This is an optimization exercise on Yosys and OpenROAD, whose aim is small area and a short achievable clock period, not a production implementation.
Only simulation tests tie the RTL to the original design; equivalence was not proved.
Power figures rest on the tool's default switching activity, not on a simulated workload.

File: config.mk
export PLATFORM = sky130hd
export DESIGN_NAME = ethTxTop
export DESIGN_NICKNAME = ethTxTop
export VERILOG_FILES = /design/flow/design.v
export SDC_FILE = /design/flow/constraint.sdc
export NUM_CORES = 4
export LEC_CHECK = 0
export CAP_MARGIN = 20
export CORE_MARGIN = 2
export CORE_UTILIZATION = 55
export CTS_CLUSTER_DIAMETER = 60
export CTS_CLUSTER_SIZE = 30
export SETUP_SLACK_MARGIN = 2.2
export SLEW_MARGIN = 20
File: constraint.sdc
create_clock -name core_clock -period 4.5 [get_ports {clkTx}]
set_input_delay 0.9000 -clock core_clock [delete_from_list [all_inputs] [get_ports {clkTx}]]
set_output_delay 0.9000 -clock core_clock [all_outputs]
set_load 0.01 [all_outputs]
File: design.v
package ethTxPkg;
  typedef logic [7:0] byteT;
  typedef logic [8:0] bufAddrT;
  typedef logic [9:0] wbAddrT;
  typedef logic [9:0] frameLenT;
  typedef logic [31:0] crcT;
  localparam int BufDepth = 512;
  localparam wbAddrT RegLength   = 10'h200;
  localparam wbAddrT RegLengthHi = 10'h201;
  localparam wbAddrT RegControl  = 10'h202;
  localparam byteT PreambleByte = 8'h55;
  localparam byteT SfdByte      = 8'hD5;
  localparam frameLenT PreambleBytes = 10'd8;
  localparam frameLenT FcsBytes      = 10'd4;
  localparam crcT CrcPoly = 32'h04C11DB7;
  localparam crcT CrcInit = 32'hFFFFFFFF;
  localparam logic [2:0] IdleHighCycles = 3'd6;
  localparam int unsigned LinkPulsePeriod = 1 << 17;
  typedef struct packed {
    logic     start;
    frameLenT length;
  } txCmdT;
  typedef struct packed {
    logic active;
    logic dataBit;
    logic secondHalf;
  } lineSlotT;
  typedef enum logic [1:0] {
    sIdle,
    sPreamble,
    sPayload,
    sFcs
  } seqStateT;
endpackage
`timescale 1ns/100ps
module busDecode (
  input  logic    clkTx,
  input  logic    rst,
  input  logic    wbCyc,
  input  logic    wbStb,
  input  logic    wbWe,
  input  ethTxPkg::wbAddrT  wbAdr,
  input  ethTxPkg::byteT    wbDatW,
  input  logic    busy,
  output ethTxPkg::byteT    wbDatR,
  output logic    wbAck,
  output logic    bufWrEn,
  output ethTxPkg::bufAddrT bufWrAddr,
  output ethTxPkg::byteT    bufWrData,
  output ethTxPkg::txCmdT   txCmd
);
  logic access;
  logic wrAccess;
  logic ctrlSel;
  logic busyRd;
  assign access   = wbCyc & wbStb & ~wbAck;
  assign wrAccess = access & wbWe;
  assign ctrlSel  = (wbAdr == ethTxPkg::RegControl);
  always_ff @(posedge clkTx)
  begin
    if (rst)
    begin
      wbAck <= 1'b0;
    end
    else
    begin
      wbAck <= access;
    end
  end
  always_ff @(posedge clkTx)
  begin
    busyRd <= ctrlSel & busy;
  end
  assign wbDatR = {7'b0, busyRd};
  assign bufWrEn   = wrAccess & ~wbAdr[9] & ~busy;
  assign bufWrAddr = wbAdr[8:0];
  assign bufWrData = wbDatW;
  always_ff @(posedge clkTx)
  begin
    if (rst)
    begin
      txCmd.start  <= 1'b0;
      txCmd.length <= '0;
    end
    else
    begin
      txCmd.start <= wrAccess & ctrlSel & wbDatW[0] & ~busy;
      if (wrAccess && wbAdr == ethTxPkg::RegLength)
      begin
        txCmd.length[7:0] <= wbDatW;
      end
      if (wrAccess && wbAdr == ethTxPkg::RegLengthHi)
      begin
        txCmd.length[9:8] <= wbDatW[1:0];
      end
    end
  end
endmodule
`timescale 1ns/100ps
module frameRam (
  input  logic    clkTx,
  input  logic    bufWrEn,
  input  ethTxPkg::bufAddrT bufWrAddr,
  input  ethTxPkg::byteT    bufWrData,
  input  logic    rdRestart,
  input  logic    rdAdvance,
  output ethTxPkg::byteT    bufRdData
);
  localparam int Stages = ethTxPkg::BufDepth;
  function automatic logic [8:0] inc9(input logic [8:0] x);
    logic [8:0] r;
    for (int i = 0; i < 9; i++)
    begin
      r[i] = x[i] ^ (&(x | ~((9'd1 << i) - 9'd1)));
    end
    inc9 = r;
  endfunction
  function automatic logic [8:0] add9(input logic [8:0] a, input logic [8:0] b);
    logic [8:0] g;
    logic [8:0] p;
    logic [9:0] c;
    g = a & b;
    p = a ^ b;
    for (int i = 0; i < 10; i++)
    begin
      c[i] = 1'b0;
      for (int j = 0; j < i; j++)
      begin
        c[i] = c[i] | (g[j] & (&(p | ~(((10'd1 << i) - 10'd1) & ~((10'd2 << j) - 10'd1)))));
      end
    end
    add9 = p ^ c[8:0];
  endfunction
  logic [8:0] t;
  logic [8:0] tNext;
  assign tNext = inc9(t);
  always_ff @(posedge clkTx)
  begin
    t <= tNext;
  end
  logic [8:0] wPos;
  logic [15:0] wStageHi;
  logic [15:0] wStageLo;
  logic [7:0] wPosHold;
  logic [7:0] wPosNext;
  logic       wGoN;
  logic       wPend;
  ethTxPkg::byteT wHold;
  ethTxPkg::byteT wLane;
  assign wPos     = add9(bufWrAddr, t);
  assign wPosNext = wPend ? wPosHold : wPos[8:1];
  always_ff @(posedge clkTx)
  begin
    wStageHi <= 16'd1 << wPosNext[7:4];
    wStageLo <= 16'd1 << wPosNext[3:0];
  end
  always_ff @(posedge clkTx)
  begin
    wGoN  <= 1'b1;
    wPend <= 1'b0;
    wLane <= '1;
    if (bufWrEn)
    begin
      wPosHold <= wPos[8:1];
      if (wPos[0])
      begin
        wGoN  <= 1'b0;
        wLane <= bufWrData ^ {8{wPos[1]}};
      end
      else
      begin
        wPend <= 1'b1;
        wHold <= bufWrData ^ {8{wPos[1]}};
      end
    end
    else if (wPend)
    begin
      wGoN  <= 1'b0;
      wLane <= wHold;
    end
  end
  ethTxPkg::byteT ring [Stages];
  genvar gi;
  generate
    for (gi = 0; gi < Stages; gi = gi + 2)
    begin : gPair
      logic hit;
      logic sel;
      logic selN;
      assign hit  = wStageHi[gi / 32] & wStageLo[(gi / 2) % 16];
      assign selN = ~hit;
      assign sel  = ~(selN | wGoN);
      always_ff @(posedge clkTx)
      begin
        ring[gi]     <= ~((ring[(gi + Stages - 1) % Stages] | {8{sel}}) & (wLane | {8{selN}}));
        ring[gi + 1] <= ring[gi];
      end
    end
  endgenerate
  logic [8:0] rPos;
  logic [8:0] rPos1;
  logic [8:0] rPos2;
  logic [8:0] rPosHiInc;
  ethTxPkg::byteT tap [Stages / 16];
  generate
    for (gi = 0; gi < Stages / 16; gi = gi + 1)
    begin : gTap
      assign tap[gi] = ring[16 * gi + 6];
    end
  endgenerate
  logic [8:0] rPosNext;
  logic       rHit;
  logic [7:0] rSelLo;
  logic [3:0] rSelHi;
  ethTxPkg::byteT rGroup [4];
  ethTxPkg::byteT rGroupQ [4];
  logic       rHitQ;
  logic [3:0] rSelHiQ;
  ethTxPkg::byteT rMux;
  assign rPos1     = inc9(rPos);
  assign rPosHiInc = inc9({1'b0, rPos[8:1]});
  assign rPos2     = {rPosHiInc[7:0], rPos[0]};
  always_comb
  begin
    if (rdRestart)
    begin
      rPosNext = tNext;
    end
    else if (rdAdvance)
    begin
      rPosNext = rPos2;
    end
    else
    begin
      rPosNext = rPos1;
    end
  end
  always_ff @(posedge clkTx)
  begin
    rPos   <= rPosNext;
    rHit   <= (rPosNext[3:0] == 4'd9);
    rSelLo <= 8'd1 << rPosNext[6:4];
    rSelHi <= 4'd1 << rPosNext[8:7];
  end
  always_comb
  begin
    for (int h = 0; h < 4; h++)
    begin
      rGroup[h] = '0;
      for (int i = 0; i < 8; i++)
      begin
        rGroup[h] = rGroup[h] | ({8{rSelLo[i]}} & tap[8 * h + i]);
      end
    end
  end
  always_ff @(posedge clkTx)
  begin
    for (int h = 0; h < 4; h++)
    begin
      rGroupQ[h] <= rGroup[h];
    end
    rHitQ   <= rHit;
    rSelHiQ <= rSelHi;
  end
  always_comb
  begin
    rMux = '0;
    for (int h = 0; h < 4; h++)
    begin
      rMux = rMux | ({8{rSelHiQ[h]}} & rGroupQ[h]);
    end
  end
  always_ff @(posedge clkTx)
  begin
    if (rHitQ)
    begin
      bufRdData <= rMux;
    end
  end
endmodule
`timescale 1ns/100ps
module crc32Serial (
  input  logic clkTx,
  input  logic crcInit,
  input  logic crcShift,
  input  logic crcBit,
  input  logic crcOut,
  output logic crcMsb
);
  ethTxPkg::crcT crcReg;
  logic feedback;
  assign feedback = crcBit ^ crcReg[31];
  always_ff @(posedge clkTx)
  begin
    if (crcInit)
    begin
      crcReg <= ethTxPkg::CrcInit;
    end
    else if (crcShift)
    begin
      crcReg <= {crcReg[30:0], 1'b0} ^ ({32{feedback}} & ethTxPkg::CrcPoly);
    end
    else if (crcOut)
    begin
      crcReg <= {crcReg[30:0], 1'b0};
    end
  end
  assign crcMsb = crcReg[31];
endmodule
`timescale 1ns/100ps
module frameSequencer (
  input  logic     clkTx,
  input  logic     rst,
  input  ethTxPkg::txCmdT    txCmd,
  input  ethTxPkg::byteT     bufRdData,
  output logic     busy,
  output logic     rdRestart,
  output logic     rdAdvance,
  output ethTxPkg::lineSlotT slot
);
  ethTxPkg::seqStateT state;
  logic [3:0] halfCnt;
  ethTxPkg::frameLenT byteRem;
  ethTxPkg::frameLenT byteRemDec;
  ethTxPkg::frameLenT frameLen;
  logic     advNext;
  ethTxPkg::byteT     shiftReg;
  ethTxPkg::byteT     nextByte;
  logic     byteEnd;
  logic     lastByte;
  logic     sfdNext;
  logic     loadFromBuf;
  logic crcMsb;
  always_ff @(posedge clkTx)
  begin
    if (rst)
    begin
      busy <= 1'b0;
    end
    else if (state == ethTxPkg::sIdle)
    begin
      busy <= txCmd.start;
    end
    else
    begin
      busy <= ~((state == ethTxPkg::sFcs) & byteEnd & lastByte);
    end
  end
  always_ff @(posedge clkTx)
  begin
    byteEnd <= (halfCnt == 4'd14) & busy;
  end
  always_ff @(posedge clkTx)
  begin
    lastByte <= (byteRem == 10'd1);
    sfdNext  <= (byteRem == 10'd2);
  end
  always_comb
  begin
    for (int i = 0; i < 10; i++)
    begin
      byteRemDec[i] = byteRem[i] ^ ~(|(byteRem & ((10'd1 << i) - 10'd1)));
    end
  end
  always_ff @(posedge clkTx)
  begin
    if (rst)
    begin
      state   <= ethTxPkg::sIdle;
      halfCnt <= '0;
    end
    else if (state == ethTxPkg::sIdle)
    begin
      halfCnt <= '0;
      byteRem <= ethTxPkg::PreambleBytes;
      if (txCmd.start)
      begin
        state    <= ethTxPkg::sPreamble;
        frameLen <= txCmd.length;
      end
    end
    else
    begin
      halfCnt <= halfCnt + 1'b1;
      if (byteEnd)
      begin
        if (lastByte)
        begin
          case (state)
            ethTxPkg::sPreamble:
            begin
              state   <= ethTxPkg::sPayload;
              byteRem <= frameLen;
            end
            ethTxPkg::sPayload:
            begin
              state   <= ethTxPkg::sFcs;
              byteRem <= ethTxPkg::FcsBytes;
            end
            default:
            begin
              state   <= ethTxPkg::sIdle;
            end
          endcase
        end
        else
        begin
          byteRem <= byteRemDec;
        end
      end
    end
  end
  assign loadFromBuf = ((state == ethTxPkg::sPreamble) & lastByte) |
                       ((state == ethTxPkg::sPayload) & ~lastByte);
  always_comb
  begin
    if (loadFromBuf)
      nextByte = bufRdData;
    else if (state == ethTxPkg::sPreamble && sfdNext)
      nextByte = ethTxPkg::SfdByte;
    else
      nextByte = ethTxPkg::PreambleByte;
  end
  always_ff @(posedge clkTx)
  begin
    if (state == ethTxPkg::sIdle)
    begin
      shiftReg <= ethTxPkg::PreambleByte;
    end
    else if (byteEnd)
    begin
      shiftReg <= nextByte;
    end
    else if (halfCnt[0])
    begin
      shiftReg <= {1'b0, shiftReg[7:1]};
    end
  end
  assign rdRestart = (state == ethTxPkg::sIdle);
  always_ff @(posedge clkTx)
  begin
    advNext <= (halfCnt == 4'd12) &
               (((state == ethTxPkg::sPreamble) & lastByte) |
                (state == ethTxPkg::sPayload));
  end
  assign rdAdvance = advNext;
  crc32Serial i_crc32Serial (
    .clkTx    (clkTx),
    .crcInit  (~state[1]),
    .crcShift ((state == ethTxPkg::sPayload) & halfCnt[0]),
    .crcBit   (shiftReg[0]),
    .crcOut   ((state == ethTxPkg::sFcs) & halfCnt[0]),
    .crcMsb   (crcMsb)
  );
  assign slot.active     = busy;
  assign slot.dataBit    = (state == ethTxPkg::sFcs) ? ~crcMsb : shiftReg[0];
  assign slot.secondHalf = halfCnt[0];
endmodule
`timescale 1ns/100ps
module lineEncoder (
  input  logic     clkTx,
  input  logic     rst,
  input  ethTxPkg::lineSlotT slot,
  output logic     tdP,
  output logic     tdM
);
  logic [2:0] idleCnt;
  logic [$clog2(ethTxPkg::LinkPulsePeriod)-1:0] linkCnt;
  logic [$clog2(ethTxPkg::LinkPulsePeriod)-1:0] linkInc;
  logic linkPulse;
  logic tpIdle;
  logic manchester;
  assign manchester = ~(slot.dataBit ^ slot.secondHalf);
  assign tpIdle    = (idleCnt < ethTxPkg::IdleHighCycles);
  always_comb
  begin
    for (int i = 0; i < 17; i++)
    begin
      linkInc[i] = linkCnt[i] ^ (&(linkCnt | ~((17'd1 << i) - 17'd1)));
    end
  end
  always_ff @(posedge clkTx)
  begin
    linkPulse <= ~rst & ~slot.active & (linkCnt == 17'h1FFFE);
  end
  always_ff @(posedge clkTx)
  begin
    if (rst)
    begin
      idleCnt <= ethTxPkg::IdleHighCycles;
      linkCnt <= '0;
    end
    else if (slot.active)
    begin
      idleCnt <= '0;
      linkCnt <= '0;
    end
    else
    begin
      if (tpIdle)
      begin
        idleCnt <= idleCnt + 1'b1;
      end
      linkCnt <= linkInc;
    end
  end
  always_ff @(posedge clkTx)
  begin
    if (rst)
    begin
      tdP <= 1'b0;
      tdM <= 1'b0;
    end
    else if (slot.active)
    begin
      tdP <= manchester;
      tdM <= ~manchester;
    end
    else if (tpIdle || linkPulse)
    begin
      tdP <= 1'b1;
      tdM <= 1'b0;
    end
    else
    begin
      tdP <= 1'b0;
      tdM <= 1'b0;
    end
  end
endmodule
`timescale 1ns/100ps
module ethTxTop (
  input  logic   clkTx,
  input  logic   rst,
  input  logic   wbCyc,
  input  logic   wbStb,
  input  logic   wbWe,
  input  ethTxPkg::wbAddrT wbAdr,
  input  ethTxPkg::byteT   wbDatW,
  output ethTxPkg::byteT   wbDatR,
  output logic   wbAck,
  output logic   tdP,
  output logic   tdM
);
  logic     bufWrEn;
  ethTxPkg::bufAddrT  bufWrAddr;
  ethTxPkg::byteT     bufWrData;
  logic     rdRestart;
  logic     rdAdvance;
  ethTxPkg::byteT     bufRdData;
  ethTxPkg::txCmdT    txCmd;
  logic     busy;
  ethTxPkg::lineSlotT slot;
  busDecode i_busDecode (
    .clkTx     (clkTx),
    .rst       (rst),
    .wbCyc     (wbCyc),
    .wbStb     (wbStb),
    .wbWe      (wbWe),
    .wbAdr     (wbAdr),
    .wbDatW    (wbDatW),
    .busy      (busy),
    .wbDatR    (wbDatR),
    .wbAck     (wbAck),
    .bufWrEn   (bufWrEn),
    .bufWrAddr (bufWrAddr),
    .bufWrData (bufWrData),
    .txCmd     (txCmd)
  );
  frameRam i_frameRam (
    .clkTx     (clkTx),
    .bufWrEn   (bufWrEn),
    .bufWrAddr (bufWrAddr),
    .bufWrData (bufWrData),
    .rdRestart (rdRestart),
    .rdAdvance (rdAdvance),
    .bufRdData (bufRdData)
  );
  frameSequencer i_frameSequencer (
    .clkTx     (clkTx),
    .rst       (rst),
    .txCmd     (txCmd),
    .bufRdData (bufRdData),
    .busy      (busy),
    .rdRestart (rdRestart),
    .rdAdvance (rdAdvance),
    .slot      (slot)
  );
  lineEncoder i_lineEncoder (
    .clkTx (clkTx),
    .rst   (rst),
    .slot  (slot),
    .tdP   (tdP),
    .tdM   (tdM)
  );
endmodule
File: run.sh
#!/bin/bash
# synth_recipe.tcl (not shown) runs the flow's synth.tcl, then flattens the netlist and writes it again
# the make line also repeats each setting of config.mk as NAME=value (left out here)
make -C /OpenROAD-flow-scripts/flow DESIGN_CONFIG=/design/flow/config.mk WORK_HOME=/design/flow/orfs CLKGATE_MAP_FILE= SYNTH_SCRIPT=/design/flow/synth_recipe.tcl finish
==> summary.txt, run 1 <==
status=failed layout checks; Layout Check Failures=antenna rules; WL per Instance=24.4 um; Hold Crit Depth=0; effective utilization at floorplan=0.555; classification of the worst setup path=reg -> reg; number of enable flip-flop cells after synthesis=44; depth of the worst register-to-register path=4; Die X=~450 um; DRC violation count after routing=0; DIE AREA=0.201 mm2; Max Fclk=444 MHz; Sw Ratio=0.210; count of warnings emitted by yosys=9; maximum clock skew at final layout=28.5 ps; clock period minus worst slack=2250 ps; TritonCTS clock tree=built; DR iter-0 viols=5,149; summed negative setup slack over all endpoints=0 ps; pin count of the biggest net entering global routing=91; hold slack final=311 ps; Max FO, Critical Path=10; worst voltage drop across the vdd grid=437 uV; sequential element share of the synthesized area=0.805; half-perimeter wire length after detailed placement=153 mm; cell-internal power=47.8 mW; share of total power in sequential cells=0.644; register bit total from synthesis=4,337; share of post-route cells with drive strength above 1=0.0638; Via Count=61,000; critical path endpoint category=register; combinational cell fraction of total power=0.009; number of maximum-capacitance constraint violations=0; Critical Path Stages=4; routability congestion estimate=0.868; Max Buffers Root-to-Sink=3; leading register cell type out of synthesis=sky130_fd_sc_hd__dfxtp_1; Tightest Pin Transition=1200 ps; number of cell rows=around 160; Arrival @ worst endpoint=2960 ps; floorplan core area=0.195 mm2; H-tree level count=4; global-route wire length before repair=384 mm; leading cell type in the layout, fill and taps excluded=sky130_fd_sc_hd__dfxtp_1; buffer cell driving the clock tree root=sky130_fd_sc_hd__clkbuf_16; final max-slew violation count=0; Hold Violations, Final=0; count of final setup violators=0; number of nets at the end of the flow=8,030; GRT overflow=0; total CTS buffers=roughly 190; Final period util=0.500; Post-Syn Area=0.108 mm2; filler cell count=15,200; net switching power=12.7 mW; Post-Syn Instances=8,042; number of detailed-route iterations in the first pass=5; unrepaired setup endpoints after global routing=no; Worst Setup Start Kind=register; overall track demand over capacity in global routing=0.256; part of the total power dissipated in the clock network=0.347; clock-pin slew of the registers on the worst-case setup and hold paths=approximately 110 ps; critical path, cell by cell=buf_4 -> nand2_1 -> nor2_1 -> o22ai_1; DRT antenna net count=1; Crit-path slowest cell=sky130_fd_sc_hd__dfxtp_4; average via count per standard cell=5.69; total length of routed wires=262 mm; number of distinct library cells after synthesis=60; Pleak=44.9 nW; number of I/O port buffers=26; relative area change from synthesis to final layout=9.18%; worst stage delay on the critical path=620 ps; worst slew slack as a fraction of its limit=0.197; fraction of registers with async set/reset=0; power per unit of standard cell area=511 mW/mm2; number of global-route vias before repair=roughly 59,000; Mean Syn Cell Area=approximately 13 um2; commonest cells after routing, fill and taps aside=sky130_fd_sc_hd__dfxtp_1 (4,249), sky130_fd_sc_hd__o22ai_1 (2,052), sky130_fd_sc_hd__nand2_1 (350); Tightest Hold Check Type=reg -> reg; cell family with most CP delay=simple AND/OR/NAND/NOR gates; Boundary Pins=34; required time at the endpoint of the critical path=roughly 5200 ps; vertical die dimension=around 450 um; insertion delay to the later sink of the worst-skew pair=880 ps; sinks on the clock net=4,337; count of buffer and inverter cells on the critical path=1; antenna violations before repair=11
-- per-layer routing --
layer,vias to the layer above,global-route usage,share of wire
met5,-,0,0
met4,0,0.0824,0.031
met3,349,0.0383,0.059
met2,1608,0.395,0.44
met1,30100,0.372,0.47
li1,29000,-,-
-- final timing paths --
path / slack (ps) / startpoint / to
max: 2250 / i_frameRam.wStageLo[5] / i_frameRam.ring[74][1]
min: 310 / i_frameRam.ring[120][7] / i_frameRam.ring[121][7]
max reg2reg: 2250 / i_frameRam.wStageLo[5] / i_frameRam.ring[74][1]
min reg2reg: 310 / i_frameRam.ring[120][7] / i_frameRam.ring[121][7]
-- synth_stat cells (3+ instances only) --
cell                       instances  area, um2
sky130_fd_sc_hd__dfxtp_1        4293      85900
sky130_fd_sc_hd__buf_1            11       41.3
sky130_fd_sc_hd__edfxtp_1         44       1320
sky130_fd_sc_hd__nand3b_1          4       30.0
sky130_fd_sc_hd__nand4_1          38        238
sky130_fd_sc_hd__nand2b_1          4       25.0
sky130_fd_sc_hd__clkbuf_1        361       1360
sky130_fd_sc_hd__and2_1           10       62.6
sky130_fd_sc_hd__a21oi_1          27        135
sky130_fd_sc_hd__ha_1             31        388
sky130_fd_sc_hd__or4_1             4       30.0
sky130_fd_sc_hd__a31oi_1           5       31.3
sky130_fd_sc_hd__and3_1            9       56.3
sky130_fd_sc_hd__nor3_1           23        115
sky130_fd_sc_hd__a41oi_1           3       26.3
sky130_fd_sc_hd__xor2_1           10       87.6
sky130_fd_sc_hd__o21ai_0          14       70.1
sky130_fd_sc_hd__nand2_1         350       1310
sky130_fd_sc_hd__or3_1             3       18.8
sky130_fd_sc_hd__inv_1            33        124
sky130_fd_sc_hd__o22ai_1        2052      12800
sky130_fd_sc_hd__nor4_1           19        119
sky130_fd_sc_hd__nor2_1          350       1310
sky130_fd_sc_hd__mux2i_1          22        220
sky130_fd_sc_hd__o211ai_1         17        128
sky130_fd_sc_hd__and4_1            3       26.3
sky130_fd_sc_hd__nor2b_1           9       56.3
sky130_fd_sc_hd__nand3_1          29        145
sky130_fd_sc_hd__nor3b_1           8       60.1
sky130_fd_sc_hd__a21o_1            3       22.5
sky130_fd_sc_hd__mux2_2           10        113
sky130_fd_sc_hd__o31ai_1           3       22.5
sky130_fd_sc_hd__a22oi_1         148       1110
sky130_fd_sc_hd__a32oi_1           3       26.3
sky130_fd_sc_hd__buf_4             8       60.1
sky130_fd_sc_hd__xnor2_1          48        420
-- power groups by stage --
stage | Sequential, mW | Combinational, mW | Clock [mW]
floorplan | 39.7 | 0.301 | 0
global placement | 39.8 | 0.493 | 0
CTS | 39.0 | 0.505 | 21.3
global route | 39.0 | 0.559 | 22.7
finish | 39.0 | 0.531 | 21.0
detailed placement | 39.8 | 0.501 | 0
-- kinds of logic (layout without fill, tap and decap cells) --
| group | count (synthesis) | in the layout | share of synthesized area |
|---|---|---|---|
| DFF | 4337 | 4337 | 0.805 |
| buffers and inverters | 415 | 470 | 0.0147 |
| other | 1 | 17 | 0.0000346 |
| muxes | 32 | 32 | 0.00307 |
| adders and majority gates | 32 | 32 | 0.00376 |
| xor gates and xnor gates | 58 | 58 | 0.00469 |
| and+or+nand+nor | 870 | 870 | 0.0338 |
| AOI/OAI and AO/OA | 2297 | 2297 | 0.135 |
-- flip-flops by register name, summed over array words and instances (netlist names), 10 cells and up --
name,count
i_frameSequencer.byteRem,10
i_frameRam.rGroupQ,32
i_frameRam.wStageLo,16
i_lineEncoder.linkCnt,17
i_frameRam.wStageHi,16
i_frameSequencer.i_crc32Serial.crcReg,32
i_frameSequencer.frameLen,10
i_busDecode.txCmd,11
i_frameRam.ring,4096
-- repair_timing --
action / 4_1_cts / 5_1_grt
resized for setup: 47 / 50
pin swaps: 4 / 5
setup buffers: 2 / 11
setup endpoints to repair: 830 / 286
hold buffers: 0 / 0
-- per-stage QoR --
stage | power (mW) | area (um2) | cells | worst slack (ps) | util
floorplan | 40.0 | 109000 | 8048 | 1760 | -
global placement | 40.3 | 112000 | 10400 | 1110 | 0.571
detailed placement | 40.3 | 112000 | 10400 | 1100 | 0.572
CTS | 60.8 | 118000 | 10700 | 2040 | 0.604
global route | 62.3 | 118000 | 10700 | 2160 | 0.606
finish | 60.5 | 118000 | 10700 | 2250 | 0.606
-- worst reg2reg max path, delay by kind of cell, from the launching register on --
family | cells | cell delay [ps]
simple gates | 2 | 810
compound gates | 1 | 170
buf+inv | 1 | 490
flops | 1 | 620
-- cell type report --
type / instances / area (um2) / share of cell area
flip-flops and latches: 4337 / 87400 / 0.738
multi-input cells: 3296 / 19900 / 0.168
clock buffers: 214 / 5010 / 0.0423
well taps: 2624 / 3280 / 0.0277
repair buffers: 119 / 1360 / 0.0115
clock inverters: 104 / 1240 / 0.0105
inverters: 33 / 128 / 0.00108
diodes: 10 / 25.0 / 0.000211
==> run 2: changes to the inputs <==
--- a/config.mk
+++ b/config.mk
@@ -8,5 +8,5 @@
 export CAP_MARGIN = 20
 export CORE_MARGIN = 2
-export CORE_UTILIZATION = 55
+export CORE_UTILIZATION = 60
 export CTS_CLUSTER_DIAMETER = 60
 export CTS_CLUSTER_SIZE = 30
==> run 2 against run 1 <==
  * Register-to-register slack got worse by 50 ps
  * Now clean on timing, DRC and antenna
  * Clock-buffer cell count unchanged
  * Highest routed layer is now met5
  * Largest power group unchanged
  * Die area fell by 8.3%
==> summary.txt, run 2 <==
clock period minus worst slack=approximately 2300 ps; synth cell count leaders=sky130_fd_sc_hd__dfxtp_1 (4,293), sky130_fd_sc_hd__o22ai_1 (2,052), sky130_fd_sc_hd__clkbuf_1 (361); number of cell rows=~160; commonest cells after routing, fill and taps aside=sky130_fd_sc_hd__dfxtp_1 (4,248), sky130_fd_sc_hd__o22ai_1 (2,052), sky130_fd_sc_hd__nand2_1 (350); Critical Path Stages=7; pin count of the biggest net entering global routing=95; Arrival @ worst endpoint=between 2000 and 3000 ps; hold-fix buffer count after cts=0; number of nets at the end of the flow=8,044; H-tree level count=4; floorplan core area=0.179 mm2; register name with the most flops=i_frameRam.ring; count of buffer and inverter cells on the critical path=1; TritonCTS clock tree=built; top-count cell post-synth=sky130_fd_sc_hd__dfxtp_1; cell family with most CP delay=compound AO/OA/AOI/OAI gates; Via Count=60,900; power per unit of standard cell area=514 mW/mm2; final max-slew violation count=0; sinks on the clock net=4,337; insertion delay to the later sink of the worst-skew pair=880 ps; leading register cell type out of synthesis=sky130_fd_sc_hd__dfxtp_1; unrepaired setup endpoints after global routing=yes; area of the multi-input gates=0.0198 mm2; Mean Syn Cell Area=13.5 um2; routability congestion estimate=0.824; classification of the worst setup path=in -> reg; Hold Crit Depth=0; worst stage delay on the critical path=490 ps; flip-flop count of the largest register, all copies and words added=between 4,000 and 5,000; filler cell count=13,100; number of enable flip-flop cells after synthesis=between 40 and 50; maximum clock skew at final layout=between 40 and 50 ps; cell count after placement=10,100; GRT overflow=0; Boundary Pins=34; DR iter-0 viols=4,886; largest area contributor in the netlist=sky130_fd_sc_hd__dfxtp_1; registers with the most flip-flops=i_frameRam.ring x4096, i_frameRam.rGroupQ x32, i_frameSequencer.i_crc32Serial.crcReg x32; count of warnings emitted by yosys=9; number of detailed-route iterations in the first pass=6; number of distinct library cells after synthesis=60; Worst Setup Start Kind=primary input; clock-pin slew of the registers on the worst-case setup and hold paths=110 ps; overall track demand over capacity in global routing=0.273; Tightest Pin Transition=roughly 1200 ps; Reg2Reg Setup Slack=~2200 ps; worst voltage drop across the vdd grid=approximately 430 uV; antenna violations before repair=9; end of the worst register-to-register path=i_frameRam.wPosHold[7]; total length of routed wires=256 mm; register bit total from synthesis=4,337; Crit-path slowest cell=sky130_fd_sc_hd__clkdlybuf4s50_1; sequential element share of the synthesized area=0.805; required time at the endpoint of the critical path=a little over 5000 ps; buffer cell driving the clock tree root=sky130_fd_sc_hd__clkbuf_16; hold-critical path endpoint=i_frameRam.ring[245][5]; Max Buffers Root-to-Sink=3; count of final setup violators=0; source of the worst register-to-register timing path=i_frameRam.t[4]; DIE AREA=~0.18 mm2; Max FO, Critical Path=7; fraction of registers with async set/reset=0; half-perimeter wire length after detailed placement=147 mm; Pleak=45.0 nW; Die X=429 um; Final period util=0.514; Max Fclk=433 MHz; most area-consuming cells after synthesis=sky130_fd_sc_hd__dfxtp_1 (79%), sky130_fd_sc_hd__o22ai_1 (12%), sky130_fd_sc_hd__clkbuf_1 (1.3%); global-route wire length before repair=380 mm; worst slew slack as a fraction of its limit=0.231; critical path endpoint category=register; critical path, cell by cell=clkdlybuf4s50_1 -> ha_4 -> a311oi_2 -> nor3b_4 -> o21a_4 -> or4_1 -> o311a_1; relative area change from synthesis to final layout=8.99%; Cell Count, Final, Fillers Out=between 10,000 and 15,000; summed negative setup slack over all endpoints=0 ps; sequential cell area=0.0874 mm2; total CTS buffers=189; number of I/O port buffers=26; DRT antenna net count=0; effective utilization at floorplan=0.606; number of global-route vias before repair=about 59,000; DRC violation count after routing=0; HP Start=i_frameRam.ring[244][5]; depth of the worst register-to-register path=6; vertical die dimension=around 430 um; Post-Syn Area=0.108 mm2; Post-Syn Instances=8,042; Tightest Hold Check Type=reg -> reg; top-area cell type share of the netlist area=0.793; leading cell type in the layout, fill and taps excluded=sky130_fd_sc_hd__dfxtp_1; status=complete, no violations; number of maximum-capacitance constraint violations=0; WL per Instance=24.5 um; average via count per standard cell=5.81; Hold Violations, Final=0; share of post-route cells with drive strength above 1=0.0642
## run 2: cell counts after synthesis
Identical to the previous run, type by type.
## run 2: power breakdown
| part | total, mW | internal, mW | switching [mW] |
|---|---|---|---|
| Clock | 21.2 | 9.12 | 12.1 |
| Combinational | 0.538 | 0.144 | 0.393 |
| Sequential | 38.9 | 38.7 | 0.217 |
| Total | 60.7 | 48.0 | 12.7 |
## run 2: routing by layer
layer,part of all wire,vias up,routed length [um],track usage
met2,0.46,1568,117000,0.436
met5,0.000047,-,12,0
met3,0.055,346,14200,0.0363
met4,0.027,2,7050,0.0812
met1,0.46,29900,118000,0.390
li1,-,29100,-,-
## run 2: worst register-to-register path, cell delays in order (launching register included)
cell and delay [ps]:
sky130_fd_sc_hd__dfxtp_4 380, sky130_fd_sc_hd__ha_4 270, sky130_fd_sc_hd__and3_4 170, sky130_fd_sc_hd__a311o_2 370, sky130_fd_sc_hd__o21a_4 250, sky130_fd_sc_hd__or4_1 470, sky130_fd_sc_hd__o311a_1 140
## run 2: worst max path at each step
stage,start,endpoint
floorplan,wbAdr[5],i_frameRam.wPosHold[7]
global placement,wbAdr[5],i_frameRam.wPosHold[7]
detailed placement,wbAdr[0],i_frameRam.wStageLo[4]
CTS,i_lineEncoder.tdP,tdP
global route,wbAdr[0],i_frameRam.wStageHi[2]
finish,wbAdr[0],i_frameRam.wPosHold[7]
## run 2: repair_timing
action                     CTS  global route
setup endpoints to repair  686           106
gates resized for setup     53            19
pin swaps                    8             4
setup buffers                8            19
## run 2: final cells by class
cell class	instances	area share
Tap cell	2355	0.0249
Clock buffer	214	0.0430
Timing Repair Buffer	132	0.0122
Antenna cell	5	0.000106
Sequential cell	4337	0.740
Multi-Input combinational cell	3296	0.168
Inverter	33	0.00111
Clock inverter	102	0.0110
## run 2: kinds of logic (layout without fill, tap and decap cells)
| kind of cell | count (synthesis) | in the layout | synth area share |
|---|---|---|---|
| AO/OA/AOI/OAI | 2297 | 2297 | 0.135 |
| flip-flops | 4337 | 4337 | 0.805 |
| buffers and inverters | 415 | 481 | 0.0147 |
| XOR/XNOR | 58 | 58 | 0.00469 |
| adder cells (fa/ha/maj) | 32 | 32 | 0.00376 |
| other | 1 | 12 | 0.0000346 |
| AND/OR/NAND/NOR | 870 | 870 | 0.0338 |
| multiplexers | 32 | 32 | 0.00307 |
## run 2: per-stage QoR
stage	hold WS, ps	util	power, mW	setup WS [ps]	instance area (um2)
after floorplan	310	-	40.0	1760	109000
final	304	0.660	60.7	2190	118000
after CTS	304	0.658	61.0	2030	118000
after global routing	319	0.660	62.5	2150	118000
after detailed placement	312	0.621	40.3	1120	111000
after global placement	310	0.621	40.3	1140	111000
==> run 3: changes to the inputs <==
--- a/config.mk
+++ b/config.mk
@@ -8,7 +8,8 @@
 export CAP_MARGIN = 20
 export CORE_MARGIN = 2
-export CORE_UTILIZATION = 60
+export CORE_UTILIZATION = 70
 export CTS_CLUSTER_DIAMETER = 60
 export CTS_CLUSTER_SIZE = 30
+export PLACE_DENSITY = 0.8
 export SETUP_SLACK_MARGIN = 2.2
 export SLEW_MARGIN = 20
==> run 3 against run 2 <==
  * Hold slack improved by 9.8 ps
  * Maximum frequency fell by 4.3%
  * Power fell by 3.6%
  * Clock skew fell by 15 ps
  * Critical path depth rose by 2
  * Global-route usage rose by 4.0 points
  * Critical path type unchanged
  * Non-clock buffer count fell by 12
  * Clock-buffer cell count fell by 23
  * Flip-flop and latch count did not move
  * Sequential share of layout area rose by 1.0 points
  * Die area fell by 14%
==> summary.txt, run 3 <==
total power=58.5 mW; start point of the critical path=wbAdr[3]; largest area contributor in the netlist=sky130_fd_sc_hd__dfxtp_1; total length of routed wires=between 200 and 300 mm; Max FO, Critical Path=7; Worst Setup Start Kind=primary input; number of distinct library cells after synthesis=60; classification of the worst setup path=in -> reg; effective utilization at floorplan=0.704; Post-Syn Instances=slightly above 8,000; H-tree level count=4; DIE AREA=~0.16 mm2; Pleak=44.4 nW; area of the multi-input gates=0.0199 mm2; global-route wire length before repair=375 mm; Cell Count, Final, Fillers Out=10,100; insertion delay to the later sink of the worst-skew pair=840 ps; count of final setup violators=0; Critical Path Stages=9; Tightest Pin Transition=around 1200 ps; summed negative setup slack over all endpoints=0 ps; routability congestion estimate=about 0.9; top-count cell post-synth=sky130_fd_sc_hd__dfxtp_1; clock-pin slew of the registers on the worst-case setup and hold paths=100 ps; net switching power=about 12 mW; number of cell rows=about 140; status=complete, no violations; HP Start=i_frameRam.ring[348][0]; cell family with most CP delay=compound AO/OA/AOI/OAI gates; share of post-route cells with drive strength above 1=0.0567; relative area change from synthesis to final layout=7.51%; register bit total from synthesis=4,337; GRT overflow=0; combinational cell fraction of total power=0.009; unrepaired setup endpoints after global routing=yes; number of enable flip-flop cells after synthesis=44; overall track demand over capacity in global routing=0.313; Critical Path End=i_frameRam.wStageHi[1]; top-area cell type share of the netlist area=0.793; DRC violation count after routing=0; Arrival @ worst endpoint=approximately 3100 ps; depth of the worst register-to-register path=8; cell count after placement=between 9,000 and 10,000; most repeated library cell on the critical path=sky130_fd_sc_hd__o211ai_1; worst voltage drop across the vdd grid=~470 uV; Post-Syn Area=0.108 mm2; most area-consuming cells after synthesis=sky130_fd_sc_hd__dfxtp_1 (79%), sky130_fd_sc_hd__o22ai_1 (12%), sky130_fd_sc_hd__clkbuf_1 (1.3%); end of the worst register-to-register path=i_frameRam.wStageHi[1]; clock period minus worst slack=2420 ps; worst slew slack as a fraction of its limit=0.186; vertical die dimension=397 um; synth cell count leaders=sky130_fd_sc_hd__dfxtp_1 (4,293), sky130_fd_sc_hd__o22ai_1 (2,052), sky130_fd_sc_hd__clkbuf_1 (361); fraction of registers with async set/reset=0; leading register cell type out of synthesis=sky130_fd_sc_hd__dfxtp_1; Reg2Reg Setup Slack=around 2100 ps; count of warnings emitted by yosys=9; DR iter-0 viols=6,196; source of the worst register-to-register timing path=i_frameRam.t[2]; floorplan core area=0.154 mm2; total CTS buffers=173; leading cell type in the layout, fill and taps excluded=sky130_fd_sc_hd__dfxtp_1; sequential element share of the synthesized area=0.805; number of nets at the end of the flow=8,016; pin count of the biggest net entering global routing=95; Via Count=62,900; commonest cells after routing, fill and taps aside=sky130_fd_sc_hd__dfxtp_1 (4,253), sky130_fd_sc_hd__o22ai_1 (2,052), sky130_fd_sc_hd__nand2_1 (350); critical path endpoint category=register; Tightest Hold Check Type=reg -> reg; part of the total power dissipated in the clock network=0.326; critical path, cell by cell=dlygate4sd2_1 -> ha_4 -> and3_4 -> a311o_2 -> buf_6 -> o211ai_1 -> o211ai_1 -> buf_4 -> nor4_1; Die X=397 um; worst stage delay on the critical path=450 ps; WL per Instance=25.1 um; maximum clock skew at final layout=26.7 ps; sequential cell area=0.0874 mm2; TritonCTS clock tree=built; number of global-route vias before repair=61,300; power per unit of standard cell area=between 500 and 600 mW/mm2; register name with the most flops=i_frameRam.ring; sinks on the clock net=4,337; share of total power in sequential cells=0.666; number of maximum-capacitance constraint violations=0; buffer cell driving the clock tree root=sky130_fd_sc_hd__clkbuf_16; Mean Syn Cell Area=13.5 um2; filler cell count=a little under 9,000; final max-slew violation count=0; Hold Crit Depth=0; Sw Ratio=0.203; Max Fclk=414 MHz; DRT antenna net count=0; flip-flop count of the largest register, all copies and words added=4,096; number of detailed-route iterations in the first pass=7; number of I/O port buffers=26; Crit-path slowest cell=sky130_fd_sc_hd__a311o_2; Final period util=0.537; registers with the most flip-flops=i_frameRam.ring x4096, i_frameRam.rGroupQ x32, i_frameSequencer.i_crc32Serial.crcReg x32; antenna violations before repair=11; count of buffer and inverter cells on the critical path=3; required time at the endpoint of the critical path=5220 ps; hold slack final=approximately 310 ps; average via count per standard cell=6.24; Max Buffers Root-to-Sink=3; Boundary Pins=34; cell-internal power=46.6 mW; half-perimeter wire length after detailed placement=144 mm; hold-fix buffer count after cts=0; Hold Violations, Final=0
run 3: cell families after synthesis:
group | synth area share
DFF | 0.805
AOI/OAI and AO/OA | 0.135
and+or+nand+nor | 0.0338
buffers and inverters | 0.0147
xor gates and xnor gates | 0.00469
adders and majority gates | 0.00376
muxes | 0.00307
other | 0.0000346
run 3: worst min-delay path by stage:
stage / slack (ps) / to
floorplan: 310 / i_frameRam.rHitQ
CTS: 310 / i_frameRam.ring[349][0]
finish: 310 / i_frameRam.ring[349][0]
global placement: 310 / i_frameRam.ring[285][1]
global route: 320 / i_frameRam.ring[349][0]
detailed placement: 310 / i_frameRam.ring[131][1]
run 3: per-layer routing:
layer / vias to the layer above / global-route usage / share of wire
met5: - / 0 / 0.00027
met4: 10 / 0.144 / 0.050
met3: 645 / 0.0525 / 0.082
met2: 2860 / 0.492 / 0.45
met1: 30400 / 0.427 / 0.41
li1: 28900 / - / -
run 3: layout make-up:
| type | count | area share |
|---|---|---|
| antenna | 1 | 0.0000215 |
| clock buffer | 191 | 0.0382 |
| clock inverter | 60 | 0.00665 |
| inverter | 33 | 0.00116 |
| multi-input combinational | 3296 | 0.171 |
| sequential | 4337 | 0.750 |
| tap | 2044 | 0.0219 |
| timing repair buffer | 120 | 0.0112 |
run 3: metrics by stage:
stage,instance area [um2],util,worst slack (ps)
floorplan,109000,-,1760
global placement,111000,0.720,1110
detailed placement,111000,0.720,1080
CTS,116000,0.755,2090
global route,117000,0.757,1990
finish,117000,0.757,2080
run 3: timing repair:
item / CTS / global route
gates resized for setup: 63 / 48
pin swaps: 3 / 12
setup buffers: 6 / 13
endpoints found under the hold margin: 0 / 0
setup endpoints to repair: 809 / 212
run 3: worst reg2reg max path, cell delays in order (launching register included):
cell and delay, ps:
sky130_fd_sc_hd__dfxtp_4 370, sky130_fd_sc_hd__ha_4 250, sky130_fd_sc_hd__and3_4 190, sky130_fd_sc_hd__a311o_2 450, sky130_fd_sc_hd__buf_6 150, sky130_fd_sc_hd__o211ai_1 220
sky130_fd_sc_hd__o211ai_1 160, sky130_fd_sc_hd__buf_4 200, sky130_fd_sc_hd__nor4_1 300
run 3: power by group through the flow:
stage / Clock, mW / Combinational [mW] / Sequential (mW)
6_report: 19.1 / 0.520 / 39.0
5_1_grt: 20.5 / 0.540 / 39.0
4_1_cts: 19.1 / 0.480 / 38.9
3_5_place_dp: 0 / 0.470 / 39.8
3_3_place_gp: 0 / 0.457 / 39.8
2_1_floorplan: 0 / 0.301 / 39.7
==> run 4: changes to the inputs <==
--- a/design.v
+++ b/design.v
@@ -152,4 +152,6 @@
   always_ff @(posedge clkTx)
   begin
+    wPosHold <= wPos[8:1];
+    wHold    <= bufWrData ^ {8{wPos[1]}};
     wStageHi <= 16'd1 << wPosNext[7:4];
     wStageLo <= 16'd1 << wPosNext[3:0];
@@ -162,5 +164,4 @@
     if (bufWrEn)
     begin
-      wPosHold <= wPos[8:1];
       if (wPos[0])
       begin
@@ -171,5 +172,4 @@
       begin
         wPend <= 1'b1;
-        wHold <= bufWrData ^ {8{wPos[1]}};
       end
     end
==> run 4 against run 3 <==
  * Power increased by 0.28%
  * Sequential power barely moved
  * Final cell count is 0.24% lower
  * Worst setup slack better by 110 ps
  * Non-clock buffer count down 18
  * Core utilization shrank 0.17 points
  * Via count hardly changed
==> summary.txt, run 4 <==
number of enable flip-flop cells after synthesis=28; maximum clock skew at final layout=about 34 ps; clock period minus worst slack=2300 ps; hold-fix buffer count after cts=0; critical path, cell by cell=buf_4 -> nand2_1 -> nor2_1 -> o22ai_1; Max Buffers Root-to-Sink=3; count of warnings emitted by yosys=9; critical path endpoint category=register; GRT overflow=0; effective utilization at floorplan=0.704; number of detailed-route iterations in the first pass=8; final max-slew violation count=0; register bit total from synthesis=4,337; average via count per standard cell=6.25; Cell Count, Final, Fillers Out=approximately 10,000; WL per Instance=~25 um; required time at the endpoint of the critical path=5180 ps; summed negative setup slack over all endpoints=0 ps; design area=0.116 mm2; total length of routed wires=253 mm; synth cell count leaders=sky130_fd_sc_hd__dfxtp_1 (4,309), sky130_fd_sc_hd__o22ai_1 (2,054), sky130_fd_sc_hd__nor2_1 (365); register name with the most flops=i_frameRam.ring; Max FO, Critical Path=12; DIE AREA=0.158 mm2; Via Count=~63,000; vertical die dimension=397 um; insertion delay to the later sink of the worst-skew pair=840 ps; registers with the most flip-flops=i_frameRam.ring x4096, i_frameRam.rGroupQ x32, i_frameSequencer.i_crc32Serial.crcReg x32; Hold Violations, Final=0; top-count cell post-synth=sky130_fd_sc_hd__dfxtp_1; most area-consuming cells after synthesis=sky130_fd_sc_hd__dfxtp_1 (80%), sky130_fd_sc_hd__o22ai_1 (12%), sky130_fd_sc_hd__nor2_1 (1.3%); clock-pin slew of the registers on the worst-case setup and hold paths=about 110 ps; number of global-route vias before repair=61,200; met1 layer wirelength in the final routing=105 mm; Tightest Pin Transition=1210 ps; status=complete, no violations; total power=58.7 mW; Die X=397 um; overall track demand over capacity in global routing=0.312; routability congestion estimate=roughly 0.9; global-route wire length before repair=373 mm; DR iter-0 viols=6,002; leading cell type in the layout, fill and taps excluded=sky130_fd_sc_hd__dfxtp_1; floorplan core area=0.154 mm2; cell family with most CP delay=simple AND/OR/NAND/NOR gates; Arrival @ worst endpoint=2980 ps; classification of the worst setup path=reg -> reg; number of maximum-capacitance constraint violations=0; worst slew slack as a fraction of its limit=0.191; Final period util=0.512; commonest cells after routing, fill and taps aside=sky130_fd_sc_hd__dfxtp_1 (4,273), sky130_fd_sc_hd__o22ai_1 (2,054), sky130_fd_sc_hd__nand2_1 (356); antenna violations before repair=13; count of final setup violators=0; Max Fclk=434 MHz; Post-Syn Area=0.108 mm2; cell count after placement=~9,800; worst stage delay on the critical path=~600 ps; Pleak=44.2 nW; DR WL met2=115 mm; filler cell count=8,910; Placement Setup Slack=874 ps; top-area cell type share of the netlist area=0.798; count of buffer and inverter cells on the critical path=1; met3 layer wire length in the routed design=about 22 mm; Crit-path slowest cell=sky130_fd_sc_hd__dfxtp_2; Tightest Hold Check Type=reg -> reg; number of cell rows=144; power per unit of standard cell area=around 510 mW/mm2; DP Area=0.111 mm2; number of I/O port buffers=26; worst voltage drop across the vdd grid=459 uV; Post-Syn Instances=8,033; DRC violation count after routing=0; DRT antenna net count=0; leading register cell type out of synthesis=sky130_fd_sc_hd__dfxtp_1; number of nets at the end of the flow=7,989; hold slack final=315 ps; largest area contributor in the netlist=sky130_fd_sc_hd__dfxtp_1; relative area change from synthesis to final layout=7.37%; total CTS buffers=around 180; Worst Setup Start Kind=register; pin count of the biggest net entering global routing=90; highest signal layer in the routed design=met5; number of distinct library cells after synthesis=68; fraction of registers with async set/reset=0; Boundary Pins=34; unrepaired setup endpoints after global routing=yes; sinks on the clock net=4,337; crit path setup slack, layout=2200 ps; TritonCTS clock tree=built; sequential element share of the synthesized area=0.805; share of post-route cells with drive strength above 1=0.0537; flip-flop count of the largest register, all copies and words added=4,096; H-tree level count=4; Mean Syn Cell Area=13.5 um2; Layout Utilization=0.756; buffer cell driving the clock tree root=sky130_fd_sc_hd__clkbuf_16; half-perimeter wire length after detailed placement=~140 mm
[run 4: routing by layer]
metal	track usage	up-vias
li1	-	28800
met1	0.430	30800
met2	0.493	2730
met3	0.0581	552
met4	0.120	6
met5	0	-
[run 4: worst paths after layout]
path	depth (start not counted)	start	slack (ps)	end
max	4	i_frameRam.wStageLo[3]	2200	i_frameRam.ring[358][6]
min	0	i_frameRam.ring[338][6]	320	i_frameRam.ring[339][6]
max reg2reg	4	i_frameRam.wStageLo[3]	2200	i_frameRam.ring[358][6]
min reg2reg	0	i_frameRam.ring[338][6]	320	i_frameRam.ring[339][6]
[run 4: cell type report]
type / instances / area [um2] / share of cell area
clock inverter: 59 / 743 / 0.00640
multi-input combinational: 3291 / 19700 / 0.170
sequential: 4337 / 87200 / 0.751
clock buffer: 194 / 4610 / 0.0397
antenna: 4 / 10.0 / 0.0000862
tap: 2044 / 2560 / 0.0220
inverter: 27 / 101 / 0.000873
timing repair buffer: 102 / 1200 / 0.0104
[run 4: what timing repair did]
action                     4_1_cts  5_1_grt
hold endpoints to repair         0        0
setup endpoints to repair      943      188
pin swaps                        1        2
resized for setup               44       31
setup buffers                    3        3
[run 4: logic make-up after synthesis]
| logic type | share of synthesized area |
|---|---|
| flip-flops | 0.805 |
| AND/OR/NAND/NOR | 0.0336 |
| XOR/XNOR | 0.00518 |
| other | 0.0000347 |
| buffers and inverters | 0.0147 |
| AO/OA/AOI/OAI | 0.135 |
| multiplexers | 0.00223 |
| adder cells (fa/ha/maj) | 0.00377 |
[run 4: power by group]
group | internal [mW] | switching, mW | total (mW)
Clock | 8.02 | 11.3 | 19.3
Combinational | 0.134 | 0.398 | 0.532
Sequential | 38.7 | 0.215 | 38.9
==> run 5: changes to the inputs <==
--- a/config.mk
+++ b/config.mk
@@ -8,8 +8,7 @@
 export CAP_MARGIN = 20
 export CORE_MARGIN = 2
-export CORE_UTILIZATION = 70
+export CORE_UTILIZATION = 55
 export CTS_CLUSTER_DIAMETER = 60
 export CTS_CLUSTER_SIZE = 30
-export PLACE_DENSITY = 0.8
 export SETUP_SLACK_MARGIN = 2.2
 export SLEW_MARGIN = 20
==> run 5 against run 4 <==
  * Synthesized cell count did not move
  * Routed wire length rose by 2.6%
  * Register-to-register slack better by 50 ps
  * Via count shrank 3.5%
  * Highest routed layer is now met4
  * Largest power group unchanged
==> summary.txt, run 5 <==
number of global-route vias before repair=58,800; summed negative setup slack over all endpoints=0 ps; DR iter-0 viols=5,043; register bit total from synthesis=4,337; pin count of the biggest net entering global routing=87; Worst Setup Start Kind=register; worst slew slack as a fraction of its limit=0.204; DRC violation count after routing=0; start point of the critical path=i_frameRam.wStageLo[2]; floorplan core area=approximately 0.20 mm2; hold slack final=316 ps; DRT antenna net count=0; share of total power in sequential cells=0.639; depth of the worst register-to-register path=4; number of I/O port buffers=26; half-perimeter wire length after detailed placement=between 150 and 200 mm; net switching power=12.7 mW; Post-Syn Area=about 0.11 mm2; register name with the most flops=i_frameRam.ring; number of enable flip-flop cells after synthesis=28; leading cell type in the layout, fill and taps excluded=sky130_fd_sc_hd__dfxtp_1; clock period minus worst slack=~2300 ps; sinks on the clock net=4,337; count of final setup violators=0; vertical die dimension=447 um; end of the worst register-to-register path=i_frameRam.ring[388][4]; Final period util=0.501; number of distinct library cells after synthesis=around 70; Tightest Hold Check Type=reg -> reg; buffer cell driving the clock tree root=sky130_fd_sc_hd__clkbuf_16; Hold Violations, Final=0; Layout Utilization=0.604; maximum clock skew at final layout=42.7 ps; top-count cell post-synth=sky130_fd_sc_hd__dfxtp_1; Tightest Pin Transition=about 1200 ps; H-tree level count=4; Max Buffers Root-to-Sink=3; effective utilization at floorplan=0.554; TritonCTS clock tree=built; routability congestion estimate=roughly 0.84; required time at the endpoint of the critical path=5210 ps; count of warnings emitted by yosys=9; filler cell count=15,100; global-route wire length before repair=380 mm; clock-pin slew of the registers on the worst-case setup and hold paths=110 ps; share of post-route cells with drive strength above 1=0.0600; Arrival @ worst endpoint=a little under 3000 ps; largest area contributor in the netlist=sky130_fd_sc_hd__dfxtp_1; final max-slew violation count=0; most area-consuming cells after synthesis=sky130_fd_sc_hd__dfxtp_1 (80%), sky130_fd_sc_hd__o22ai_1 (12%), sky130_fd_sc_hd__nor2_1 (1.3%); Sw Ratio=0.209; total length of routed wires=259 mm; Max Fclk=444 MHz; number of detailed-route iterations in the first pass=5; unrepaired setup endpoints after global routing=no; commonest cells after routing, fill and taps aside=sky130_fd_sc_hd__dfxtp_1 (4,267), sky130_fd_sc_hd__o22ai_1 (2,054), sky130_fd_sc_hd__nand2_1 (356); Hold Crit Depth=0; Pleak=approximately 45 nW; Die X=447 um; overall track demand over capacity in global routing=0.254; combinational cell fraction of total power=0.009; fraction of registers with async set/reset=0; Reg2Reg Setup Slack=2250 ps; hold-fix buffer count after cts=0; top-area cell type share of the netlist area=0.798; HP Start=i_frameRam.ring[312][5]; registers with the most flip-flops=i_frameRam.ring x4096, i_frameRam.rGroupQ x32, i_frameSequencer.i_crc32Serial.crcReg x32; number of nets at the end of the flow=between 7,000 and 8,000; part of the total power dissipated in the clock network=0.353; sequential element share of the synthesized area=0.805; flip-flop count of the largest register, all copies and words added=between 4,000 and 5,000; synth cell count leaders=sky130_fd_sc_hd__dfxtp_1 (4,309), sky130_fd_sc_hd__o22ai_1 (2,054), sky130_fd_sc_hd__nor2_1 (365); DP Area=0.111 mm2; source of the worst register-to-register timing path=i_frameRam.wStageLo[2]; hold-critical path endpoint=i_frameRam.ring[313][5]; insertion delay to the later sink of the worst-skew pair=880 ps; antenna violations before repair=8; power per unit of standard cell area=516 mW/mm2; design area=0.118 mm2; WL per Instance=24.2 um; GRT overflow=0; total CTS buffers=191; Via Count=60,600; number of maximum-capacitance constraint violations=0; Post-Syn Instances=8,033; Max FO, Critical Path=15; leading register cell type out of synthesis=sky130_fd_sc_hd__dfxtp_1; classification of the worst setup path=reg -> reg; status=complete, no violations; number of cell rows=approximately 160; total power=60.9 mW; cell-internal power=between 40 and 50 mW; critical path endpoint category=register; DIE AREA=0.200 mm2; Boundary Pins=34; Mean Syn Cell Area=13.5 um2; worst voltage drop across the vdd grid=about 410 uV; average via count per standard cell=roughly 5.7; relative area change from synthesis to final layout=9.04%
==> run 5: metal layers <==
metal	track usage	share of wire	up-vias	wire length (um)
li1	-	-	28900	-
met1	0.356	0.46	29600	119000
met2	0.402	0.45	1750	117000
met3	0.0398	0.058	375	15100
met4	0.0843	0.032	0	8380
met5	0	0	-	0
==> run 5: how the worst max path moves through the flow <==
| stage | to | depth (start not counted) |
|---|---|---|
| after floorplan | i_frameRam.wStageHi[0] | 8 |
| final | i_frameRam.ring[388][4] | 4 |
| after global routing | i_frameRam.ring[432][0] | 4 |
| after detailed placement | i_frameRam.wStageHi[3] | 7 |
| after global placement | i_frameRam.wStageHi[11] | 7 |
| after CTS | i_frameSequencer.byteRem[9] | 4 |
==> run 5: metrics by stage <==
stage	cells	setup WS, ps
after floorplan	8039	2090
after global placement	10400	1210
after detailed placement	10400	1170
after CTS	10700	2210
after global routing	10700	2200
final	10700	2250
==> run 5: cell families (layout without fill, tap and decap cells) <==
logic type / after synthesis / after routing / share of synthesized area
AO/OA/AOI/OAI: 2295 / 2295 / 0.135
XOR/XNOR: 64 / 64 / 0.00518
adder cells (fa/ha/maj): 32 / 32 / 0.00377
buffers and inverters: 411 / 450 / 0.0147
flip-flops: 4337 / 4337 / 0.805
multiplexers: 23 / 23 / 0.00223
other: 1 / 8 / 0.0000347
AND/OR/NAND/NOR: 870 / 870 / 0.0336
==> run 5: power groups by stage <==
stage	sequential [mW]	combinational, mW	clock (mW)
final	38.9	0.532	21.5
after global routing	38.9	0.560	23.2
after detailed placement	39.8	0.524	0
after floorplan	39.6	0.315	0
after global placement	39.8	0.522	0
after CTS	38.9	0.528	21.8
==> run 5: critical path: stages (launching register included) <==
cell	delay, ps
sky130_fd_sc_hd__dfxtp_1	580
sky130_fd_sc_hd__buf_6	470
sky130_fd_sc_hd__nand2_1	320
sky130_fd_sc_hd__nor2_1	470
sky130_fd_sc_hd__o22ai_1	220
==> run 5: final cells by class <==
| class | count | area [um2] | share of cell area |
|---|---|---|---|
| sequential | 4337 | 87200 | 0.740 |
| multi-input combinational | 3291 | 19700 | 0.167 |
| clock buffer | 216 | 5140 | 0.0436 |
| tap | 2624 | 3280 | 0.0278 |
| clock inverter | 111 | 1390 | 0.0118 |
| timing repair buffer | 96 | 1130 | 0.00960 |
| inverter | 27 | 101 | 0.000859 |
| antenna | 1 | 2.50 | 0.0000212 |
==> run 5: timing repair <==
action                     CTS  global route
pin swaps                    0             1
setup buffers                1             1
gates resized for setup     43            14
setup endpoints to repair  728           245
==> run 6: changes to the inputs <==
--- a/design.v
+++ b/design.v
@@ -140,4 +140,6 @@
   end
   logic [8:0] wPos;
+  logic       wReq;
+  ethTxPkg::byteT wData;
   logic [15:0] wStageHi;
   logic [15:0] wStageLo;
@@ -148,10 +150,15 @@
   ethTxPkg::byteT wHold;
   ethTxPkg::byteT wLane;
-  assign wPos     = add9(bufWrAddr, t);
+  always_ff @(posedge clkTx)
+  begin
+    wReq  <= bufWrEn;
+    wPos  <= add9(bufWrAddr, t);
+    wData <= bufWrData;
+  end
   assign wPosNext = wPend ? wPosHold : wPos[8:1];
   always_ff @(posedge clkTx)
   begin
     wPosHold <= wPos[8:1];
-    wHold    <= bufWrData ^ {8{wPos[1]}};
+    wHold    <= wData ^ {8{wPos[1]}};
     wStageHi <= 16'd1 << wPosNext[7:4];
     wStageLo <= 16'd1 << wPosNext[3:0];
@@ -162,10 +169,10 @@
     wPend <= 1'b0;
     wLane <= '1;
-    if (bufWrEn)
+    if (wReq)
     begin
       if (wPos[0])
       begin
         wGoN  <= 1'b0;
-        wLane <= bufWrData ^ {8{wPos[1]}};
+        wLane <= wData ^ {8{wPos[1]}};
       end
       else
@@ -239,5 +246,5 @@
   begin
     rPos   <= rPosNext;
-    rHit   <= (rPosNext[3:0] == 4'd9);
+    rHit   <= (rPosNext[3:0] == 4'd10);
     rSelLo <= 8'd1 << rPosNext[6:4];
     rSelHi <= 4'd1 << rPosNext[8:7];
==> run 6 against run 5 <==
  * Sequential power is essentially flat
  * Critical path depth unchanged
  * Routed wire length is 0.24% lower
  * Clock power about the same
  * Final cell count is 0.20% higher
  * Sequential share of layout area grew 0.20 points
  * Worst setup slack better by 17 ps
  * Non-clock buffer count up 2
  * Highest routed layer is now met5
==> summary.txt, run 6 <==
flip-flop count of the largest register, all copies and words added=4,096; top-count cell post-synth=sky130_fd_sc_hd__dfxtp_1; Cell Count, Final, Fillers Out=between 10,000 and 15,000; routability congestion estimate=roughly 0.83; combinational cell fraction of total power=0.008; Final period util=0.497; clock period minus worst slack=between 2000 and 2500 ps; summed negative setup slack over all endpoints=0 ps; Reg2Reg Setup Slack=2260 ps; leading cell type in the layout, fill and taps excluded=sky130_fd_sc_hd__dfxtp_1; total length of routed wires=258 mm; final max-slew violation count=0; WL per Instance=24.1 um; antenna violations before repair=9; number of nets at the end of the flow=8,008; met3 layer wire length in the routed design=14.0 mm; highest signal layer in the routed design=met5; relative area change from synthesis to final layout=8.88%; Mean Syn Cell Area=roughly 13 um2; synth cell count leaders=sky130_fd_sc_hd__dfxtp_1 (4,327), sky130_fd_sc_hd__o22ai_1 (2,054), sky130_fd_sc_hd__nor2_1 (370); critical path endpoint category=register; average via count per standard cell=5.67; buffer cell driving the clock tree root=sky130_fd_sc_hd__clkbuf_16; number of distinct library cells after synthesis=60; Pleak=44.8 nW; leading register cell type out of synthesis=sky130_fd_sc_hd__dfxtp_1; fraction of registers with async set/reset=0; end of the worst register-to-register path=i_frameRam.ring[346][7]; commonest cells after routing, fill and taps aside=sky130_fd_sc_hd__dfxtp_1 (4,279), sky130_fd_sc_hd__o22ai_1 (2,054), sky130_fd_sc_hd__nand2_1 (357); top-area cell type share of the netlist area=0.799; sequential element share of the synthesized area=0.806; number of detailed-route iterations in the first pass=6; status=complete, no violations; global-route wire length before repair=380 mm; register name with the most flops=i_frameRam.ring; clock-pin slew of the registers on the worst-case setup and hold paths=approximately 110 ps; Post-Syn Area=~0.11 mm2; classification of the worst setup path=reg -> reg; crit path setup slack, layout=2260 ps; Die X=around 450 um; Tightest Pin Transition=1120 ps; number of cell rows=163; overall track demand over capacity in global routing=0.253; Boundary Pins=34; Max Buffers Root-to-Sink=3; worst voltage drop across the vdd grid=464 uV; TritonCTS clock tree=built; H-tree level count=4; Sw Ratio=0.211; worst slew slack as a fraction of its limit=0.251; Worst Setup Start Kind=register; part of the total power dissipated in the clock network=0.353; total CTS buffers=192; Arrival @ worst endpoint=2950 ps; HP Start=i_frameRam.ring[138][6]; number of I/O port buffers=26; sinks on the clock net=about 4,400; Placement Setup Slack=1280 ps; hold-fix buffer count after cts=0; total setup buffers inserted after CTS=0; count of final setup violators=0; DRT antenna net count=0; number of global-route vias before repair=~59,000; DR iter-0 viols=4,859; number of enable flip-flop cells after synthesis=28; count of warnings emitted by yosys=9; DIE AREA=0.201 mm2; Critical Path End=i_frameRam.ring[346][7]; Max Fclk=447 MHz; largest area contributor in the netlist=sky130_fd_sc_hd__dfxtp_1; start point of the critical path=i_frameRam.wStageLo[13]; Max FO, Critical Path=16; GRT overflow=0; unrepaired setup endpoints after global routing=no; depth of the worst register-to-register path=4; source of the worst register-to-register timing path=i_frameRam.wStageLo[13]; DRC violation count after routing=0; maximum clock skew at final layout=between 30 and 40 ps; Layout Utilization=0.601; met1 layer wirelength in the final routing=121 mm; Tightest Hold Check Type=reg -> reg; share of post-route cells with drive strength above 1=0.0596; effective utilization at floorplan=0.552; Via Count=60,800; half-perimeter wire length after detailed placement=151 mm; cell-internal power=approximately 48 mW; required time at the endpoint of the critical path=5210 ps; floorplan core area=0.197 mm2; vertical die dimension=448 um; most area-consuming cells after synthesis=sky130_fd_sc_hd__dfxtp_1 (80%), sky130_fd_sc_hd__o22ai_1 (12%), sky130_fd_sc_hd__nor2_1 (1.3%); register bit total from synthesis=4,355; registers with the most flip-flops=i_frameRam.ring x4096, i_frameRam.rGroupQ x32, i_frameSequencer.i_crc32Serial.crcReg x32; pin count of the biggest net entering global routing=93; insertion delay to the later sink of the worst-skew pair=870 ps; share of total power in sequential cells=0.639; cell count after placement=10,400; Post-Syn Instances=8,038; net switching power=12.9 mW; DR WL met2=115 mm; number of maximum-capacitance constraint violations=0; power per unit of standard cell area=517 mW/mm2; Hold Violations, Final=0
run 6: layer usage:
layer	vias to the layer above	global-route usage
met5	-	0
met4	4	0.0809
met3	396	0.0355
met2	1701	0.394
met1	29800	0.366
li1	28900	-
run 6: layout make-up:
type | count | area, um2
diodes | 3 | 7.51
well taps | 2640 | 3300
multi-input cells | 3272 | 19400
fillers | 15500 | 78500
inverters | 34 | 133
flip-flops and latches | 4355 | 87600
clock buffers | 221 | 5200
repair buffers | 98 | 1140
clock inverters | 101 | 1320
run 6: worst min-delay path by stage:
stage	endpoint	depth (start not counted)
6_report	i_frameRam.ring[139][6]	0
5_1_grt	i_frameRam.ring[153][6]	0
4_1_cts	i_frameRam.ring[179][4]	0
3_5_place_dp	i_frameRam.ring[101][7]	0
3_3_place_gp	i_frameRam.ring[177][5]	0
2_1_floorplan	i_frameRam.rHitQ	0
run 6: timing repair:
action                     4_1_cts  5_1_grt
cloned                           0        0
setup endpoints to repair      803      456
resized for setup               46       25
hold endpoints to repair         0        0
run 6: logic make-up after synthesis:
| logic type | synth area share |
|---|---|
| and+or+nand+nor | 0.0329 |
| DFF | 0.806 |
| xor gates and xnor gates | 0.00460 |
| muxes | 0.00305 |
| other | 0.0000346 |
| AOI/OAI and AO/OA | 0.134 |
| adders and majority gates | 0.00376 |
| buffers and inverters | 0.0156 |
run 6: worst max-delay path, stage by stage (launching register included):
cell	delay, ps
sky130_fd_sc_hd__dfxtp_1	330
sky130_fd_sc_hd__buf_4	610
sky130_fd_sc_hd__nand2_1	390
sky130_fd_sc_hd__nor2_1	500
sky130_fd_sc_hd__o22ai_1	200
run 6: through the flow:
step | hold WS, ps | area, um2 | power (mW)
2_1_floorplan | 310 | 108000 | 40.0
3_3_place_gp | 310 | 111000 | 40.4
3_5_place_dp | 312 | 111000 | 40.4
4_1_cts | 322 | 118000 | 61.4
5_1_grt | 324 | 118000 | 62.9
6_report | 320 | 118000 | 61.1
run 6: power by group through the flow:
stage | registers [mW] | clock network [mW] | logic (mW)
global placement | 39.9 | 0 | 0.488
detailed placement | 39.9 | 0 | 0.491
global route | 39.1 | 23.4 | 0.522
floorplan | 39.8 | 0 | 0.290
CTS | 39.0 | 21.9 | 0.493
finish | 39.0 | 21.5 | 0.496

what the ideal ports hide:
Ports are ideal in the flow. The routed layouts listed here were re-timed in OpenROAD.
Step 1: set_driving_cell puts a clkbuf_16 on clkTx and a buf_2 on each other input, an assumption about the parent block.
Step 2 times the ports against the registers' clock, not the clock port: input delays grow and output delays shrink by t, the midpoint of the rising clock arrivals with the driver on.
Three values: no drivers, after step 1, after step 2; two values: the first two.
run | shift t [ns] | setup slack, ns | worst register clock-pin slew, ns | worst data-port slew with drivers (ns)
run 1 | 0.943 | 2.248 / 2.180 / 1.373 | 0.11 / 0.11 | 0.04
run 2 | 0.953 | 2.188 / 2.165 / 1.311 | 0.11 / 0.11 | 0.04
run 3 | 0.912 | 2.085 / 2.107 / 1.237 | 0.11 / 0.11 | 0.04
run 4 | 0.901 | 2.197 / 2.156 / 1.412 | 0.11 / 0.11 | 0.04
run 5 | 0.942 | 2.247 / 2.200 / 1.439 | 0.11 / 0.11 | 0.04
run 6 | 0.940 | 2.265 / 2.202 / 1.396 | 0.11 / 0.11 | 0.06
The setup slack of run 2, which loses most, moves by -0.023 ns with the drivers and by -0.877 ns with both steps.
